From an optimization exercise on the open Yosys and OpenROAD flow, aimed at small area and few clock cycles; shortcuts taken in it are not production practice.
At most, simulation tests tie the RTL to the original design; equivalence was not proved.
No activity file was given, so power comes from the tool's default toggle rates.

## v6
## md5_msg_sched
module md5_msg_sched #(
    parameter logic [31:0] IV_A = 32'h67452301,
    parameter logic [31:0] IV_B = 32'hEFCDAB89,
    parameter logic [31:0] IV_C = 32'h98BADCFE,
    parameter logic [31:0] IV_D = 32'h10325476
) (
    input  logic            clk,
    input  logic            reset,
    input  logic            in_valid,
    input  logic [7:0]      in_data,
    input  logic            in_last,
    output logic            in_ready,
    output logic            core_start,
    output logic [511:0]    core_block,
    output logic [31:0]     core_a,
    output logic [31:0]     core_b,
    output logic [31:0]     core_c,
    output logic [31:0]     core_d,
    input  logic            core_done,
    input  logic [31:0]     core_ra,
    input  logic [31:0]     core_rb,
    input  logic [31:0]     core_rc,
    input  logic [31:0]     core_rd,
    output logic [127:0]    digest,
    output logic            digest_valid,
    output logic [7:0]      hex_data,
    output logic            hex_wren
);
    typedef enum logic [1:0] {
        ST_INIT  = 2'd0,    
        ST_FILL  = 2'd1,    
        ST_PAD80 = 2'd2,    
        ST_READY = 2'd3     
    } state_t;
    typedef enum logic [1:0] {
        K_NORMAL = 2'd0,    
        K_FIN    = 2'd1,    
        K_PREPAD = 2'd2,    
        K_PAD    = 2'd3     
    } kind_t;
    state_t        state;
    kind_t         kind;
    logic          p63;         
    logic          busy;        
    logic          busy_fin;    
    logic [60:0]   msg_len;     
    logic [511:0]  block;
    logic [31:0]   cha, chb, chc, chd;
    logic          hex_act;
    logic [5:0]    hex_cnt;
    logic          ch_held;     
    logic          accept, issue, clr_all, pad_wr, len_blk;
    logic [5:0]    slot;
    logic          at63;
    assign slot     = msg_len[5:0];
    assign ch_held  = hex_act & (hex_cnt != 6'd32);
    assign issue    = (state == ST_READY) & ~busy & ~ch_held;
  ...
For scale: roughly 2800 cells after synthesis, ~920 I/O pins, ~34000 µm² of cells after synthesis.
==> module md5_msg_sched, before the edit <==
module md5_msg_sched #(
    parameter logic [31:0] IV_A = 32'h67452301,
    parameter logic [31:0] IV_B = 32'hEFCDAB89,
    parameter logic [31:0] IV_C = 32'h98BADCFE,
    parameter logic [31:0] IV_D = 32'h10325476
) (
    input  logic            clk,
    input  logic            reset,
    input  logic            in_valid,
    input  logic [7:0]      in_data,
    input  logic            in_last,
    output logic            in_ready,
    output logic            core_start,
    output logic [511:0]    core_block,
    output logic [31:0]     core_a,
    output logic [31:0]     core_b,
    output logic [31:0]     core_c,
    output logic [31:0]     core_d,
    input  logic            core_done,
    input  logic [31:0]     core_ra,
    input  logic [31:0]     core_rb,
    input  logic [31:0]     core_rc,
    input  logic [31:0]     core_rd,
    output logic [127:0]    digest,
    output logic            digest_valid,
    output logic [7:0]      hex_data,
    output logic            hex_wren
);
    typedef enum logic [1:0] {
        ST_INIT  = 2'd0,    
        ST_FILL  = 2'd1,    
        ST_PAD80 = 2'd2,    
        ST_READY = 2'd3     
    } state_t;
    typedef enum logic [1:0] {
        K_NORMAL = 2'd0,    
        K_FIN    = 2'd1,    
        K_PREPAD = 2'd2,    
        K_PAD    = 2'd3     
    } kind_t;
    state_t        state;
    kind_t         kind;
    logic          p63;         
    logic          busy;        
    logic          busy_fin;    
    logic [60:0]   msg_len;     
    logic [511:0]  block;
    logic [31:0]   cha, chb, chc, chd;
    logic          hex_act;
    logic [5:0]    hex_cnt;
    logic          ch_held;     
    logic          accept, issue, clr_all, pad_wr, len_blk;
    logic [5:0]    slot;
    logic          at63;
    assign slot     = msg_len[5:0];
    assign ch_held  = hex_act & (hex_cnt != 6'd32);
    assign issue    = (state == ST_READY) & ~busy & ~ch_held;
    assign in_ready = (state == ST_FILL) | (issue & (kind != K_PREPAD));
    assign accept   = in_valid & in_ready;
    assign at63     = ~issue & (slot == 6'd63);
    assign clr_all  = issue | (state == ST_INIT);
    assign pad_wr   = (state == ST_PAD80);
    assign len_blk  = (kind == K_FIN) | (kind == K_PAD);
    always_ff @(posedge clk or posedge reset) begin
        if (reset) begin
            state    <= ST_INIT;
            kind     <= K_NORMAL;
            p63      <= 1'b0;
            busy     <= 1'b0;
            busy_fin <= 1'b0;
            hex_act  <= 1'b0;
        end else begin
            case (state)
                ST_INIT:  state <= ST_FILL;
                ST_PAD80: state <= ST_READY;
                ST_READY: if (issue) begin
                    if (kind == K_PREPAD) kind  <= K_PAD;
                    else                  state <= ST_FILL;
                end
                default: ;
            endcase
            if (accept) begin
                if (in_last) begin
                    p63   <= at63;
                    kind  <= (issue | (slot <= 6'd54)) ? K_FIN : K_PREPAD;
                    state <= at63 ? ST_READY : ST_PAD80;
                end else if (at63) begin
                    kind  <= K_NORMAL;
                    state <= ST_READY;
                end
            end
            if (issue) begin
                busy     <= 1'b1;
                busy_fin <= len_blk;
            end else if (core_done) begin
                busy     <= 1'b0;
            end
            if (core_done & busy & busy_fin) hex_act <= 1'b1;
            else if (hex_act & (hex_cnt == 6'd32)) hex_act <= 1'b0;
        end
    end
    always_ff @(posedge clk) begin
        if (core_done & busy & busy_fin) hex_cnt <= 6'd0;
        else                             hex_cnt <= hex_cnt + 6'd1;
    end
    always_ff @(posedge clk) begin
        if ((state == ST_INIT) | (issue & len_blk)) msg_len <= {60'd0, accept};
        else if (accept)                             msg_len <= msg_len + 61'd1;
    end
    logic [7:0] bus, bus0;
    assign bus  = clr_all ? 8'h00 : (pad_wr ? 8'h80 : in_data);
    assign bus0 = clr_all ? (accept ? in_data : ((kind == K_PREPAD) & p63 ? 8'h80 : 8'h00))
                          : (pad_wr ? 8'h80 : in_data);
    genvar gi;
    generate
        for (gi = 0; gi < 64; gi++) begin : g_slot
            logic en;
            assign en = clr_all | ((slot == gi) & (accept | pad_wr));
            always_ff @(posedge clk) begin
                if (en) block[8*gi +: 8] <= (gi == 0) ? bus0 : bus;
            end
        end
    endgenerate
    assign core_block = {block[511:451] | (len_blk ? msg_len : 61'd0), block[450:0]};
    function automatic [31:0] add32(input [31:0] x, input [31:0] y);
        reg [31:0] p, pp, gg;
        integer i, j;
        begin
            p  = x ^ y;
            pp = p;
            gg = x & y;
        for (i = 0; i < 5; i = i + 1)
            for (j = 0; j < 32; j = j + 1)
                if ((j >> i) & 1) begin
                    gg[j] = gg[j] | pp[j] & gg[((j >> i) << i) - 1];
                    pp[j] = pp[j] & pp[((j >> i) << i) - 1];
                end
            add32 = p ^ {gg[30:0], 1'b0};
        end
    endfunction
    always_ff @(posedge clk) begin
        if ((state == ST_INIT) | (hex_act & (hex_cnt == 6'd31))) begin
            cha <= IV_A;
            chb <= IV_B;
            chc <= IV_C;
            chd <= IV_D;
        end else if (core_done & busy) begin
            cha <= add32(cha, core_ra);
            chb <= add32(chb, core_rb);
            chc <= add32(chc, core_rc);
            chd <= add32(chd, core_rd);
        end
    end
    assign core_start   = issue;
    assign core_a       = cha;
    assign core_b       = chb;
    assign core_c       = chc;
    assign core_d       = chd;
    assign digest       = {chd, chc, chb, cha};
    assign digest_valid = hex_act & (hex_cnt == 6'd0);
    logic [3:0] hex_nib;
    assign hex_nib  = digest[{hex_cnt[4:1], ~hex_cnt[0], 2'b00} +: 4];
    assign hex_wren = hex_act;
    assign hex_data = hex_cnt[5] ? 8'h0D
                    : ((hex_nib < 4'd10) ? {4'h3, hex_nib} : {4'h6, hex_nib - 4'd9});
endmodule
==> flow/config.mk <==
export PLATFORM = sky130hd
export DESIGN_NAME = md5_msg_sched
export DESIGN_NICKNAME = md5_msg_sched
export VERILOG_FILES = /design/flow/design.v
export SDC_FILE = /design/flow/constraint.sdc
export NUM_CORES = 4
export LEC_CHECK = 0
export CAP_MARGIN = 20
export CORE_MARGIN = 2
export CORE_UTILIZATION = 40
export SLEW_MARGIN = 20
==> flow/constraint.sdc <==
create_clock -name core_clock -period 6.0 [get_ports {clk}]
set_input_delay 1.2000 -clock core_clock [delete_from_list [all_inputs] [get_ports {clk}]]
set_output_delay 1.2000 -clock core_clock [all_outputs]
set_load 0.01 [all_outputs]
standard.sh (not shown) runs the stock make flow with config.mk's settings and CLKGATE_MAP_FILE= SYNTH_SCRIPT=/design/flow/synth_recipe.tcl, a recipe that flattens the netlist after the stock synthesis.
==> flow/flow/run.sh <==
#!/bin/bash
# Standard ORFS layout, but the port buffers that global placement inserts are the smallest
# buffer (buf_1) instead of the default pick; every input and output port still gets one.
set -euo pipefail
export BUFFER_PORTS_ARGS="-buffer_cell sky130_fd_sc_hd__buf_1"
bash standard.sh > standard_make.log 2>&1
Testbench counts of v6, summed over its fixed seeds: cycles 18,337.
diff inputs: v6 => v7
-- flow/design.v --
<<< v6, line 123
    endgenerate
    assign core_block = {block[511:451] | (len_blk ? msg_len : 61'd0), block[450:0]};
    function automatic [31:0] add32(input [31:0] x, input [31:0] y);
        reg [31:0] p, pp, gg;
        integer i, j;
        begin
            p  = x ^ y;
            pp = p;
            gg = x & y;
        for (i = 0; i < 5; i = i + 1)
            for (j = 0; j < 32; j = j + 1)
                if ((j >> i) & 1) begin
                    gg[j] = gg[j] | pp[j] & gg[((j >> i) << i) - 1];
                    pp[j] = pp[j] & pp[((j >> i) << i) - 1];
                end
            add32 = p ^ {gg[30:0], 1'b0};
        end
    endfunction
    always_ff @(posedge clk) begin
        if ((state == ST_INIT) | (hex_act & (hex_cnt == 6'd31))) begin
>>> v7, line 123
    endgenerate
    assign core_block = {block[511:451] | (len_blk ? msg_len : 61'd0), block[450:0]};
    logic [127:0] ch_all, r_all, sum_all;
    assign ch_all = {chd, chc, chb, cha};
    assign r_all  = {core_rd, core_rc, core_rb, core_ra};
    genvar gw, gk;
    generate
        for (gw = 0; gw < 4; gw++) begin : g_word
            logic [32/4:0] cy;
            assign cy[0] = 1'b0;
            for (gk = 0; gk < 32/4; gk++) begin : g_blk
                assign {cy[gk+1], sum_all[32*gw + 4*gk +: 4]} =
                    {1'b0, ch_all[32*gw + 4*gk +: 4]} + {1'b0, r_all[32*gw + 4*gk +: 4]} + {4'd0, cy[gk]};
            end
        end
    endgenerate
    always_ff @(posedge clk) begin
        if ((state == ST_INIT) | (hex_act & (hex_cnt == 6'd31))) begin
<<< v6, line 146
            chd <= IV_D;
        end else if (core_done & busy) begin
            cha <= add32(cha, core_ra);
            chb <= add32(chb, core_rb);
            chc <= add32(chc, core_rc);
            chd <= add32(chd, core_rd);
        end
    end
>>> v7, line 144
            chd <= IV_D;
        end else if (core_done & busy) begin
            cha <= sum_all[31:0];
            chb <= sum_all[63:32];
            chc <= sum_all[95:64];
            chd <= sum_all[127:96];
        end
    end
--- outcome ---
- The layout from v7, despite a flow that completed every stage, fails the layout checks, with the failing checks listed as setup timing.
- A master of the slowest instance on the critical path of sky130_fd_sc_hd__fa_2 is what v7 shows, while sky130_fd_sc_hd__dfxtp_4 belongs to v6.
- Of v7 and v6, v7 shows the lower least setup slack across all paths after layout, with v6 above it.
- Post-cts resize count sits higher in v7 than in v6.
- The core utilization reported for v7 is greater than that of v6 by 1.6 points.
- The cell count after synthesis of v7 falls short of that of v6 by 5.6%.
- v7: largest net degree at the start of global routing 13 above v6
- The depth of the worst register-to-register path in v7 sits 24 above the value recorded for v6.
- [compare] base=v6 new=v7: routed length on met3 rose 570 µm, total power now sits higher, overall routing resource usage now sits lower, worst hold slack +12 ps, leakage dissipation went up by 0.63 nW.
For v7, only the layout was checked, not whether the RTL still works.

-- re-timing with driven ports --
No port has a modelled driver above. Below, the same layouts with a new extraction and two added sets of constraints.
Step 1 sets driving cells, clkbuf_16 on the clock port and buf_2 on the other inputs (assumed; they add their load-dependent delay and slew).
Step 2 times the ports against the registers' clock, not the clock port: input delays grow and output delays shrink by t, the midpoint of the rising clock arrivals with the driver on.
Three values: ideal, step 1, step 2; two values: the first two.
run | shift t [ns] | setup WS [ns] | latest minus earliest clock arrival (ns) | worst register clock-pin slew, ns
v6 | 0.681 | 1.030 / 0.965 / 1.330 | 0.055 / 0.055 | 0.07 / 0.07
v7 | 0.673 | -3.276 / -3.244 / -3.917 | 0.031 / 0.031 | 0.06 / 0.06
The setup slack of v7, which loses most, moves by +0.032 ns with the drivers and by -0.641 ns with both steps.
